From an optimization exercise on the open Yosys and OpenROAD flow, aimed at small area, a short achievable clock period and few clock cycles per item; shortcuts taken in it are not production practice.
Function was checked by simulation only, so behaviour that the tests miss may differ from the original.
Power is estimated from default activity; no workload was simulated.

$ cat flow/run.sh
#!/bin/bash
# synth_recipe.tcl (not shown) runs the flow's synth.tcl, then flattens the netlist and writes it again
# the make line also repeats each setting of config.mk as NAME=value (left out here)
make -C /OpenROAD-flow-scripts/flow DESIGN_CONFIG=/design/flow/config.mk WORK_HOME=/design/flow/orfs CLKGATE_MAP_FILE= SYNTH_SCRIPT=/design/flow/synth_recipe.tcl finish
$ cat flow/config.mk
export PLATFORM = sky130hd
export DESIGN_NAME = rle_led_frame_decoder
export DESIGN_NICKNAME = rle_led_frame_decoder
export VERILOG_FILES = /design/flow/design.v
export SDC_FILE = /design/flow/constraint.sdc
export NUM_CORES = 4
export LEC_CHECK = 0
export CAP_MARGIN = 20
export CORE_MARGIN = 2
export CORE_UTILIZATION = 40
export SLEW_MARGIN = 20
export SYNTH_MEMORY_MAX_BITS = 8192
$ cat flow/constraint.sdc
create_clock -name core_clock -period 6.0 [get_ports {clk}]
set_input_delay 1.2000 -clock core_clock [delete_from_list [all_inputs] [get_ports {clk}]]
set_output_delay 1.2000 -clock core_clock [all_outputs]
set_load 0.01 [all_outputs]
$ cat flow/design.v
package rled_pkg;
	typedef enum logic [1:0] {
		CMD_RUN    = 2'd0,
		CMD_COMMIT = 2'd1,
		CMD_READ   = 2'd2,
		CMD_NONE   = 2'd3
	} cmd_code_t;
	typedef struct packed {
		logic        wr;       
		logic [6:0]  lo;
		logic [6:0]  hi;
		logic [23:0] color;
		logic        copy;     
		logic        rd;       
		logic [6:0]  idx;
	} apply_t;
endpackage
module rled_ctrl
#(
	parameter int PIXEL_COUNT = 90
) (
	input  logic       clk,
	input  logic       arst_n,
	input  logic       start,
	output logic       busy,
	input  logic [1:0] cmd,
	input  logic [7:0] run_length,
	input  logic [7:0] red_in,
	input  logic [7:0] green_in,
	input  logic [7:0] blue_in,
	input  logic       last_record,
	input  logic [6:0] read_index,
	output rled_pkg::apply_t op,
	output logic       op_v,
	output logic       clr_disp,
	output logic [6:0] fp,
	output logic       ovf
);
	localparam logic [8:0] FP_END = 9'(PIXEL_COUNT);
	logic       busy_q;
	logic       v1;
	logic [1:0] cmd1;
	logic [7:0] len1;
	logic [23:0] col1;
	logic       lst1;
	logic [6:0] idx1;
	logic [6:0] fp_q;
	logic       ovf_q;
	logic       stop_q;
	logic       clr2_q;
	logic       clr3_q;
	logic [8:0] sum;
	logic       is_run;
	logic       go;
	logic       over;
	logic [6:0] hi;
	assign busy = busy_q;
	always_ff @(posedge clk or negedge arst_n) begin
		if (!arst_n) begin
			busy_q <= 1'b1;
			v1     <= 1'b0;
		end else begin
			busy_q <= 1'b0;
			v1     <= start && !busy_q;
		end
	end
	always_ff @(posedge clk) begin
		cmd1 <= cmd;
		len1 <= run_length;
		col1 <= {red_in, green_in, blue_in};
		lst1 <= last_record;
		idx1 <= read_index;
	end
	assign sum    = 9'(fp_q) + 9'(len1);
	assign is_run = v1 && (cmd1 == rled_pkg::CMD_RUN);
	assign go     = is_run && !stop_q && (len1 != 8'd0);
	assign over   = (sum > FP_END);
	assign hi     = over ? 7'(PIXEL_COUNT) : sum[6:0];
	always_ff @(posedge clk or negedge arst_n) begin
		if (!arst_n) begin
			fp_q   <= '0;
			ovf_q  <= 1'b0;
			stop_q <= 1'b0;
		end else if (v1) begin
			case (cmd1)
				rled_pkg::CMD_RUN: begin
					if (stop_q) begin
						if (lst1) begin
							stop_q <= 1'b0;
						end
					end else if (len1 == 8'd0) begin
						stop_q <= !lst1;
					end else begin
						fp_q <= hi;
						if (over) begin
							ovf_q <= 1'b1;
						end
					end
				end
				rled_pkg::CMD_COMMIT: begin
					fp_q   <= '0;
					ovf_q  <= 1'b0;
					stop_q <= 1'b0;
				end
				default: begin
				end
			endcase
		end
	end
	always_ff @(posedge clk or negedge arst_n) begin
		if (!arst_n) begin
			op.wr    <= 1'b1;
			op.lo    <= '0;
			op.hi    <= 7'(PIXEL_COUNT);
			op.color <= '0;
			op.copy  <= 1'b0;
			op.rd    <= 1'b0;
			op_v     <= 1'b0;
			clr2_q   <= 1'b1;
			clr3_q   <= 1'b0;
		end else begin
			op.wr    <= go;
			op.lo    <= fp_q;
			op.hi    <= hi;
			op.color <= col1;
			op.copy  <= v1 && (cmd1 == rled_pkg::CMD_COMMIT);
			op.rd    <= v1 && (cmd1 == rled_pkg::CMD_READ);
			op_v     <= v1;
			clr2_q   <= 1'b0;
			clr3_q   <= clr2_q;
		end
	end
	always_ff @(posedge clk) begin
		op.idx <= idx1;
	end
	assign clr_disp = clr3_q;
	assign fp       = fp_q;
	assign ovf      = ovf_q;
endmodule
module rled_dp
#(
	parameter int PIXEL_COUNT = 90
) (
	input  logic       clk,
	input  logic       arst_n,
	input  rled_pkg::apply_t op,
	input  logic       op_v,
	input  logic       clr_disp,
	input  logic [6:0] fp,
	input  logic       ovf,
	output logic       done,
	output logic [7:0] red_out,
	output logic [7:0] green_out,
	output logic [7:0] blue_out,
	output logic [6:0] fill_position,
	output logic       overflow
);
	logic [23:0] stg_mem  [PIXEL_COUNT];
	logic [23:0] disp_mem [PIXEL_COUNT];
	logic        done_q;
	logic [23:0] rd_q;
	logic [6:0]  fill_q;
	logic        ovf_q;
	logic [23:0] rd_d;
	always_comb begin
		rd_d = '0;
		for (int i = 0; i < PIXEL_COUNT; i++) begin
			if (op.idx == 7'(i)) begin
				rd_d = rd_d | disp_mem[i];
			end
		end
		if (!op.rd) begin
			rd_d = '0;
		end
	end
	always_ff @(posedge clk) begin
		for (int i = 0; i < PIXEL_COUNT; i++) begin
			if (op.wr && (7'(i) >= op.lo) && (7'(i) < op.hi)) begin
				stg_mem[i] <= op.color;
			end
			if (op.copy || clr_disp) begin
				disp_mem[i] <= stg_mem[i];
			end
		end
		rd_q   <= rd_d;
		fill_q <= fp;
		ovf_q  <= ovf;
	end
	always_ff @(posedge clk or negedge arst_n) begin
		if (!arst_n) begin
			done_q <= 1'b0;
		end else begin
			done_q <= op_v;
		end
	end
	assign done          = done_q;
	assign red_out       = rd_q[23:16];
	assign green_out     = rd_q[15:8];
	assign blue_out      = rd_q[7:0];
	assign fill_position = fill_q;
	assign overflow      = ovf_q;
endmodule
module rle_led_frame_decoder
#(
	parameter int PIXEL_COUNT = 90
) (
	input  logic       clk,
	input  logic       arst_n,
	input  logic       start,
	output logic       busy,
	input  logic [1:0] cmd,
	input  logic [7:0] run_length,
	input  logic [7:0] red_in,
	input  logic [7:0] green_in,
	input  logic [7:0] blue_in,
	input  logic       last_record,
	input  logic [6:0] read_index,
	output logic       done,
	output logic [7:0] red_out,
	output logic [7:0] green_out,
	output logic [7:0] blue_out,
	output logic [6:0] fill_position,
	output logic       overflow
);
	rled_pkg::apply_t op;
	logic             op_v;
	logic             clr_disp;
	logic [6:0]       fp;
	logic             ovf;
	rled_ctrl #(
		.PIXEL_COUNT (PIXEL_COUNT)
	) u_ctrl (
		.clk         (clk),
		.arst_n      (arst_n),
		.start       (start),
		.busy        (busy),
		.cmd         (cmd),
		.run_length  (run_length),
		.red_in      (red_in),
		.green_in    (green_in),
		.blue_in     (blue_in),
		.last_record (last_record),
		.read_index  (read_index),
		.op          (op),
		.op_v        (op_v),
		.clr_disp    (clr_disp),
		.fp          (fp),
		.ovf         (ovf)
	);
	rled_dp #(
		.PIXEL_COUNT (PIXEL_COUNT)
	) u_dp (
		.clk           (clk),
		.arst_n        (arst_n),
		.op            (op),
		.op_v          (op_v),
		.clr_disp      (clr_disp),
		.fp            (fp),
		.ovf           (ovf),
		.done          (done),
		.red_out       (red_out),
		.green_out     (green_out),
		.blue_out      (blue_out),
		.fill_position (fill_position),
		.overflow      (overflow)
	);
endmodule
==> summary.txt, run 1 <==
Status
  – Status: timing/DRC/antenna clean

Route
  – Drt initial violations: 22.0k
  – DRT Pass-1 Iters: 7
  – Met2 wire len: 246 mm
  – Overall routed net length: ~570 mm
  – Uppermost layer routed: met5
  – Metal-1 WL: 191 mm
  – Routed vias: ~84k
  – Wire per inst: about 44 um
  – DRC: 0
  – Detail Route Antenna Nets: 0
  – Met3 routed WL: 96.2 mm
  – DR vias/cell: 6.53

Finish
  – Commonest non-fill, non-tap cell in the layout: edfxtp_1
  – Synthesis-to-layout area growth: 16.6%
  – Fill cell count: 30.5k
  – Design area: 174000 um^2
  – Nets: 7571
  – FF/Latch Area: between 100000 and 150000 um^2
  – Footprint of the multi-input gates: 16600 um^2
  – Most frequent cells in the layout: 4320 x edfxtp_1, 639 x a22oi_1, 437 x clkbuf_16
  – Final Instance Count excl. Fillers: around 13k
  – Layout cells sized above 1: 0.155

Global routing
  – Largest net degree at the start of global routing: 187
  – GRT Util Overall: 0.294
  – Total gr overflow: 0
  – First-pass GRT wire length: 735 mm
  – Vias in the first global route: 76.2k
  – Initial antenna violation count: 81

Clocking
  – Postcts setup bufs: 0
  – CTS buffer count: 429
  – Hold-fix buffer count after cts: 0
  – Post_cts resized: 0
  – Clock sinks: about 4.5k
  – Clk pin slew, worst setup/hold paths: about 60 ps
  – Clk buf depth: 4
  – Clk Latency, worst-skew pair: 990 ps
  – Clk root buf: clkbuf_16
  – CTS tree: yes
  – H-tree depth: 5

Worst setup path
  – Flop-to-flop setup slack: approximately 1400 ps
  – Reg-to-Reg Start: u_ctrl.op[2]
  – R2R cell count: 7
  – CP required: 6810 ps
  – Arrival @ worst endpoint: roughly 5400 ps
  – Crit. End Element: flop
  – Worst setup SP type: flop
  – Kind of critical path: reg -> reg
  – RR Endpoint: u_dp.rd_q[22]
  – Crit path max fanout: 43

Die
  – Row Count: 224
  – Die Span Y: 614 um
  – CORE AREA: between 300000 and 400000 um^2
  – IO Count: 79
  – Initial core utilization: 0.401
  – Die W: a little over 600 um
  – DIE AREA: approximately 380000 um^2

STA
  – Setup tns final: 0 ps
  – Worst Max-Slew Pin Slew: 1300 ps
  – Max Slew Vio Count: 0
  – Final min period: 4560 ps
  – Setup-failing EPs final: 0
  – Hold Violations, Final: 0
  – Fmax: approximately 220 MHz
  – Max transition margin: 0.136
  – Clock Skew: 65.2 ps
  – Period utilisation layout: 0.761
  – RSZ-0062 raised after global routing: false

Yosys
  – Mean post-synth cell area: 21.5 um^2
  – Mapped Area: 149000 um^2
  – Synth Instances: 6941
  – Netlist cell types: 80
  – Sequential area share after synthesis: 0.891
  – Post-synth EDFFs: 4320
  – Post-synth top flop: edfxtp_1
  – FFs w/ async S/R, synth: 0.0123
  – Seq cells post-synth: 4456
  – Yosys warns: 4
  – Net Count, Synth: 6994

Placement
  – Gpl congestion: a little over 0.9
  – DP Cell Count: 12.1k
  – Port bufs: 78
  – Area after DPL: 160000 um^2
  – Post-DP HPWL: roughly 320 mm

Power
  – PD cells: 378 nW/um^2
  – Worst VDD drop: approximately 0.31 mV
  – Pwr Total: 65.7 mW
  – Lkg Pwr: between 50 and 60 nW

Run
  – Max Cap Viol: 0

Min path
  – Worst hold-check path type: in -> async
flip-flops by register name, summed over array words and instances, names as in the netlist, 2 cells and up:
| register | count |
|---|---|
| u_ctrl.cmd1 | 2 |
| u_ctrl.col1 | 24 |
| u_ctrl.fp_q | 7 |
| u_ctrl.idx1 | 7 |
| u_ctrl.len1 | 8 |
| u_ctrl.op | 48 |
| u_dp.disp_mem | 2160 |
| u_dp.fill_q | 7 |
| u_dp.rd_q | 24 |
| u_dp.stg_mem | 2160 |
area by class of cell:
cell class | count | share of cell area
flip-flops and latches | 4456 | 0.764
multi-input cells | 2170 | 0.0958
clock buffers | 574 | 0.0668
well taps | 4972 | 0.0358
repair buffers | 454 | 0.0250
clock inverters | 224 | 0.0115
diodes | 54 | 0.000778
inverters | 7 | 0.000151
worst max-delay path, stage by stage (launching register included):
cell and delay [ps]:
dfxtp_2 980, nand4bb_4 500, buf_4 510, nor2_4 340, a2111oi_1 1030, nand3_1 410
nor4_1 390, a41oi_1 170
synth_stat cells, drive strengths merged, types with 9 or more instances:
| cell | count | area share |
|---|---|---|
| nand3 | 114 | 0.0038 |
| a2111oi | 46 | 0.0027 |
| a211oi | 38 | 0.0019 |
| a221oi | 91 | 0.0053 |
| edfxtp | 4320 | 0.87 |
| o22ai | 72 | 0.0030 |
| a222oi | 84 | 0.0056 |
| a41oi | 23 | 0.0014 |
| nor3 | 30 | 0.0010 |
| o22a | 10 | 0.00059 |
| a32oi | 32 | 0.0019 |
| a22o | 86 | 0.0051 |
| and2 | 9 | 0.00038 |
| nand2 | 106 | 0.0027 |
| o211ai | 26 | 0.0013 |
| nor2 | 161 | 0.0041 |
| a21oi | 70 | 0.0024 |
| a22oi | 639 | 0.032 |
| nand4 | 78 | 0.0033 |
| nor4b | 10 | 0.00077 |
| or4 | 9 | 0.00045 |
| or2 | 13 | 0.00055 |
| dfrtp | 49 | 0.0082 |
| a31oi | 30 | 0.0013 |
| or3 | 9 | 0.00038 |
| o21ai | 38 | 0.0013 |
| buf | 127 | 0.0042 |
| nor4bb | 10 | 0.00067 |
| nor2b | 14 | 0.00059 |
| nand2b | 22 | 0.00092 |
| nor4 | 58 | 0.0024 |
| clkbuf | 181 | 0.0046 |
| dfxtp | 81 | 0.011 |
| and3 | 132 | 0.0055 |
layer usage:
metal / up-vias / track usage
li1: 30300 / -
met1: 43400 / 0.394
met2: 9008 / 0.428
met3: 1634 / 0.0922
met4: 30 / 0.163
met5: - / 0
through the flow:
stage                      util  hold WS (ps)  setup WS [ps]
after global placement    0.430           317           1450
after global routing      0.467           172           1570
after CTS                 0.467           161           1550
after detailed placement  0.430           316           1540
final                     0.468           154           1440
after floorplan               -           310         -10420
worst max-delay path by stage:
stage / to / from / slack [ps]
3_3_place_gp: u_dp.rd_q[22] / u_ctrl.op[2] / 1450
2_1_floorplan: u_dp.disp_mem[0][0] / u_ctrl.op[8] / -10420
5_1_grt: u_dp.rd_q[22] / u_ctrl.op[2] / 1570
3_5_place_dp: u_dp.rd_q[11] / u_ctrl.op[1] / 1540
4_1_cts: u_dp.rd_q[10] / u_ctrl.op[1] / 1550
6_report: u_dp.rd_q[22] / u_ctrl.op[2] / 1440
report_power, final:
group          switching [mW]  internal [mW]  total [mW]
clock network            11.7           14.7        26.4
logic                    2.76          0.549        3.31
registers               0.493           35.5        36.0
total                    15.0           50.7        65.7
logic make-up after synthesis:
kind of cell	synth area share
DFF	0.891
AOI/OAI and AO/OA	0.0686
and+or+nand+nor	0.0302
buffers and inverters	0.00895
muxes	0.000646
adders and majority gates	0.000722
xor gates and xnor gates	0.000176
other	0.0000252
Testbench counts, summed over its fixed seeds: cycles 24,024, items 24,000.
==> run 2: changes to the inputs <==
--- a/flow/design.v
+++ b/flow/design.v
@@ -12,6 +12,5 @@
 		logic [23:0] color;
 		logic        copy;     
-		logic        rd;       
-		logic [6:0]  idx;
+		logic [89:0] rd_sel;   
 	} apply_t;
 endpackage
@@ -38,5 +37,5 @@
 );
 	localparam logic [8:0] FP_END = 9'(PIXEL_COUNT);
-	logic       busy_q;
+	logic       ready_q;
 	logic       v1;
 	logic [1:0] cmd1;
@@ -55,12 +54,12 @@
 	logic       over;
 	logic [6:0] hi;
-	assign busy = busy_q;
-	always_ff @(posedge clk or negedge arst_n) begin
-		if (!arst_n) begin
-			busy_q <= 1'b1;
-			v1     <= 1'b0;
+	assign busy = !ready_q;
+	always_ff @(posedge clk or negedge arst_n) begin
+		if (!arst_n) begin
+			ready_q <= 1'b0;
+			v1      <= 1'b0;
 		end else begin
-			busy_q <= 1'b0;
-			v1     <= start && !busy_q;
+			ready_q <= 1'b1;
+			v1      <= start && ready_q;
 		end
 	end
@@ -115,5 +114,4 @@
 			op.color <= '0;
 			op.copy  <= 1'b0;
-			op.rd    <= 1'b0;
 			op_v     <= 1'b0;
 			clr2_q   <= 1'b1;
@@ -125,5 +123,4 @@
 			op.color <= col1;
 			op.copy  <= v1 && (cmd1 == rled_pkg::CMD_COMMIT);
-			op.rd    <= v1 && (cmd1 == rled_pkg::CMD_READ);
 			op_v     <= v1;
 			clr2_q   <= 1'b0;
@@ -132,5 +129,7 @@
 	end
 	always_ff @(posedge clk) begin
-		op.idx <= idx1;
+		for (int i = 0; i < PIXEL_COUNT; i++) begin
+			op.rd_sel[i] <= v1 && (cmd1 == rled_pkg::CMD_READ) && (idx1 == 7'(i));
+		end
 	end
 	assign clr_disp = clr3_q;
@@ -166,10 +165,5 @@
 		rd_d = '0;
 		for (int i = 0; i < PIXEL_COUNT; i++) begin
-			if (op.idx == 7'(i)) begin
-				rd_d = rd_d | disp_mem[i];
-			end
-		end
-		if (!op.rd) begin
-			rd_d = '0;
+			rd_d = rd_d | ({24{op.rd_sel[i]}} & disp_mem[i]);
 		end
 	end
--- a/flow/config.mk
+++ b/flow/config.mk
@@ -8,5 +8,8 @@
 export CAP_MARGIN = 20
 export CORE_MARGIN = 2
-export CORE_UTILIZATION = 40
+export CORE_UTILIZATION = 60
+export CTS_CLUSTER_DIAMETER = 150
+export CTS_CLUSTER_SIZE = 30
+export SETUP_SLACK_MARGIN = 3.5
 export SLEW_MARGIN = 20
 export SYNTH_MEMORY_MAX_BITS = 8192
==> run 2 against run 1 <==
- synthesized cell count shrank 4.1%
- clock power shrank 44%
- power decreased by 17%
- critical path depth is 6 lower
- first-iteration DRC count fell by 9.2%
- core utilization up 21 points
- clock skew fell by 19 ps
- critical endpoint is now blue_out[0]
- largest cell class unchanged
- largest power group unchanged
- highest routed layer unchanged
==> summary.txt, run 2 <==
Yosys
  – Post-synth top area cell: edfxtp_1
  – Mapped Area: 148000 um^2
  – Largest cells by area after synthesis: edfxtp_1 88%, a22oi_1 4.5%, dfxtp_1 2.2%
  – Commonest cells post-synth: 4320 x edfxtp_1, 891 x a22oi_1, 205 x clkbuf_1
  – Mean post-synth cell area: approximately 22 um^2
  – Seq cells post-synth: 4539
  – Post-synth top flop: edfxtp_1
  – FFs w/ async S/R, synth: 0.0121
  – Top-count cell post-synth: edfxtp_1
  – Yosys warns: 4
  – Net Count, Synth: approximately 6.7k
  – Sequential area share after synthesis: 0.907
  – Netlist cell types: 62
  – Yosys top cell area share: 0.875
  – Post-synth EDFFs: 4320
  – Synth Instances: 6653

Die
  – Die Span Y: 501 um
  – Row Count: 182
  – Initial core utilization: 0.603
  – DIE AREA: 251000 um^2
  – Die W: 501 um
  – IO Count: 79
  – CORE AREA: 246000 um^2

Global routing
  – Vias in the first global route: 70.2k
  – GRT Util Overall: 0.448
  – Total gr overflow: 0
  – Initial antenna violation count: 73
  – Largest net degree at the start of global routing: 177
  – First-pass GRT wire length: 711 mm

Worst setup path
  – Worst path cell trace: buf_6
  – Reg-to-Reg Start: u_ctrl.op[72]
  – Slowest library cell on the worst path: dfxtp_4
  – Crit path max fanout: 1
  – Arrival @ worst endpoint: 1470 ps
  – CP required: about 4800 ps
  – Crit. End Element: primary output
  – Flop-to-flop setup slack: 3380 ps
  – Slowest stage delay, CP: 460 ps
  – CP Buf/Inv Count: 1
  – R2R cell count: 5
  – Kind of critical path: reg -> out
  – RR Endpoint: u_dp.rd_q[14]
  – Worst setup SP type: flop
  – Top delay family on crit path: flip-flops

Finish
  – Fill cell count: 15.7k
  – Most frequent cells in the layout: 4320 x edfxtp_1, 870 x a22oi_1, 303 x buf_4
  – Synthesis-to-layout area growth: 11.6%
  – Layout cells sized above 1: 0.151
  – Top Registers: u_dp.disp_mem (2160), u_dp.stg_mem (2160), u_ctrl.op (130)
  – Commonest non-fill, non-tap cell in the layout: edfxtp_1
  – Nets: 7256

Clocking
  – Clk buf depth: 3
  – Clk pin slew, worst setup/hold paths: about 110 ps
  – Clk root buf: clkbuf_16
  – Hold-fix buffer count after cts: 0
  – CTS tree: yes
  – Clk Latency, worst-skew pair: about 900 ps
  – H-tree depth: 4
  – CTS buffer count: 169
  – Clock sinks: 4539

Placement
  – Gpl congestion: between 0.9 and 1
  – Port bufs: 78
  – Post-DP HPWL: 332 mm

STA
  – Clock Skew: 46.5 ps
  – Fmax: 375 MHz
  – Setup-failing EPs final: 0
  – Period utilisation layout: 0.444
  – Max Slew Vio Count: 0
  – Hold Violations, Final: 0
  – RSZ-0062 raised after global routing: true
  – Final min period: 2670 ps
  – Setup tns final: 0 ps
  – Max transition margin: 0.126
  – Worst Max-Slew Pin Slew: 1310 ps

Route
  – Drt initial violations: 20.0k
  – Routed vias: 80.0k
  – Detail Route Antenna Nets: 0
  – DRT Pass-1 Iters: 9
  – DR vias/cell: 7.53
  – DRC: 0
  – Wire per inst: 53.1 um
  – Overall routed net length: 565 mm

Min path
  – HP Start: u_ctrl.col1[18]
  – Worst hold path depth: 0
  – Worst hold-check path type: reg -> reg
  – Hold path endpoint: u_ctrl.op[109]

Power
  – Worst VDD drop: 0.322 mV
  – Pwr Total: 54.6 mW
  – Lkg Pwr: 52.8 nW
  – PD cells: 330 nW/um^2

Status
  – Status: timing/DRC/antenna clean

Run
  – Max Cap Viol: 0
run 2: cell families (layout without fill, tap and decap cells):
kind of cell    Yosys count  in the layout  share of synthesized area
flops                  4539           4539                      0.907
compound gates         1222           1223                     0.0633
simple gates            655            656                     0.0232
buf+inv                 223            895                    0.00566
fa+ha+maj                 8              8                   0.000726
xor+xnor                  4              4                   0.000236
other cells               2             81                  0.0000507
run 2: power breakdown:
group | total, mW | switching (mW) | internal [mW]
registers | 36.7 | 0.577 | 36.1
logic | 3.20 | 2.48 | 0.714
clock network | 14.7 | 9.20 | 5.50
run 2: worst max-delay path by stage:
stage                    from                  end  slack [ps]  depth (start not counted)
2_1_floorplan   u_ctrl.op[90]  u_dp.disp_mem[0][0]      -10420                          1
3_3_place_gp   u_ctrl.op[128]   u_dp.stg_mem[9][5]        2150                          5
4_1_cts          u_dp.rd_q[0]          blue_out[0]        3280                          1
5_1_grt          u_dp.rd_q[0]          blue_out[0]        3290                          1
3_5_place_dp   u_ctrl.op[128]  u_dp.stg_mem[81][7]        2300                          5
6_report         u_dp.rd_q[0]          blue_out[0]        3330                          1
run 2: final cells by class:
| type | count | area, um^2 | area share |
|---|---|---|---|
| antenna | 79 | 198 | 0.00119 |
| clock buffer | 280 | 4690 | 0.0283 |
| clock inverter | 15 | 223 | 0.00135 |
| inverter | 11 | 41.3 | 0.000250 |
| multi-input combinational | 1893 | 14900 | 0.0903 |
| sequential | 4539 | 135000 | 0.814 |
| tap | 3220 | 4030 | 0.0244 |
| timing repair buffer | 589 | 6660 | 0.0403 |
run 2: metal layers:
metal  track usage  up-vias  wire length (um)
met2         0.620     8542            239000
met3         0.174     1303            104000
met1         0.638    41400            191000
li1              -    28700                 -
met5             0        -               344
met4         0.200       46             30700
run 2: per-stage QoR:
stage               instance area, um^2   util  hold WS (ps)  std cells  setup WS [ps]
detailed placement               157000  0.637           316      10100           2300
CTS                              164000  0.669           331      10500           3280
global route                     165000  0.673           333      10600           3290
floorplan                        148000      -           316       6653         -10420
global placement                 156000  0.636           314      10100           2150
finish                           165000  0.673           329      10600           3330
run 2: repair_timing:
| item | in CTS | in global routing |
|---|---|---|
| gates cloned | 14 | 6 |
| setup buffers | 114 | 25 |
| pin swaps | 56 | 22 |
| setup endpoints to repair | 2447 | 851 |
| gates resized for setup | 533 | 94 |
Testbench counts of run 2, summed over its fixed seeds: cycles 24,024, items 24,000.

what the ideal ports hide:
No port has a modelled driver above. Below, the same layouts with a new extraction and two added sets of constraints.
Step 1: set_driving_cell puts a clkbuf_16 on clk and a buf_2 on each other input, an assumption about the parent block.
Step 2, shift: input delay + t, output delay - t, t = (earliest + latest rising clock arrival at the registers) / 2. This alone moves slack from input paths to output paths.
Slacks: ideal / step 1 / step 2; pairs: ideal / step 1.
| run | t, ns | slack for setup (ns) | hold WS [ns] | worst setup path at the end | worst slew at a driven data input, ns |
|---|---|---|---|---|---|
| run 1 | 1.063 | 1.435 / 1.435 / 1.435 | 0.154 / 0.081 / 0.321 | register to register | 0.09 |
| run 2 | 0.973 | 3.335 / 3.234 / 3.381 | 0.329 / 0.263 / 0.329 | register to register | 0.10 |
After both steps setup and hold are still met in every run listed.
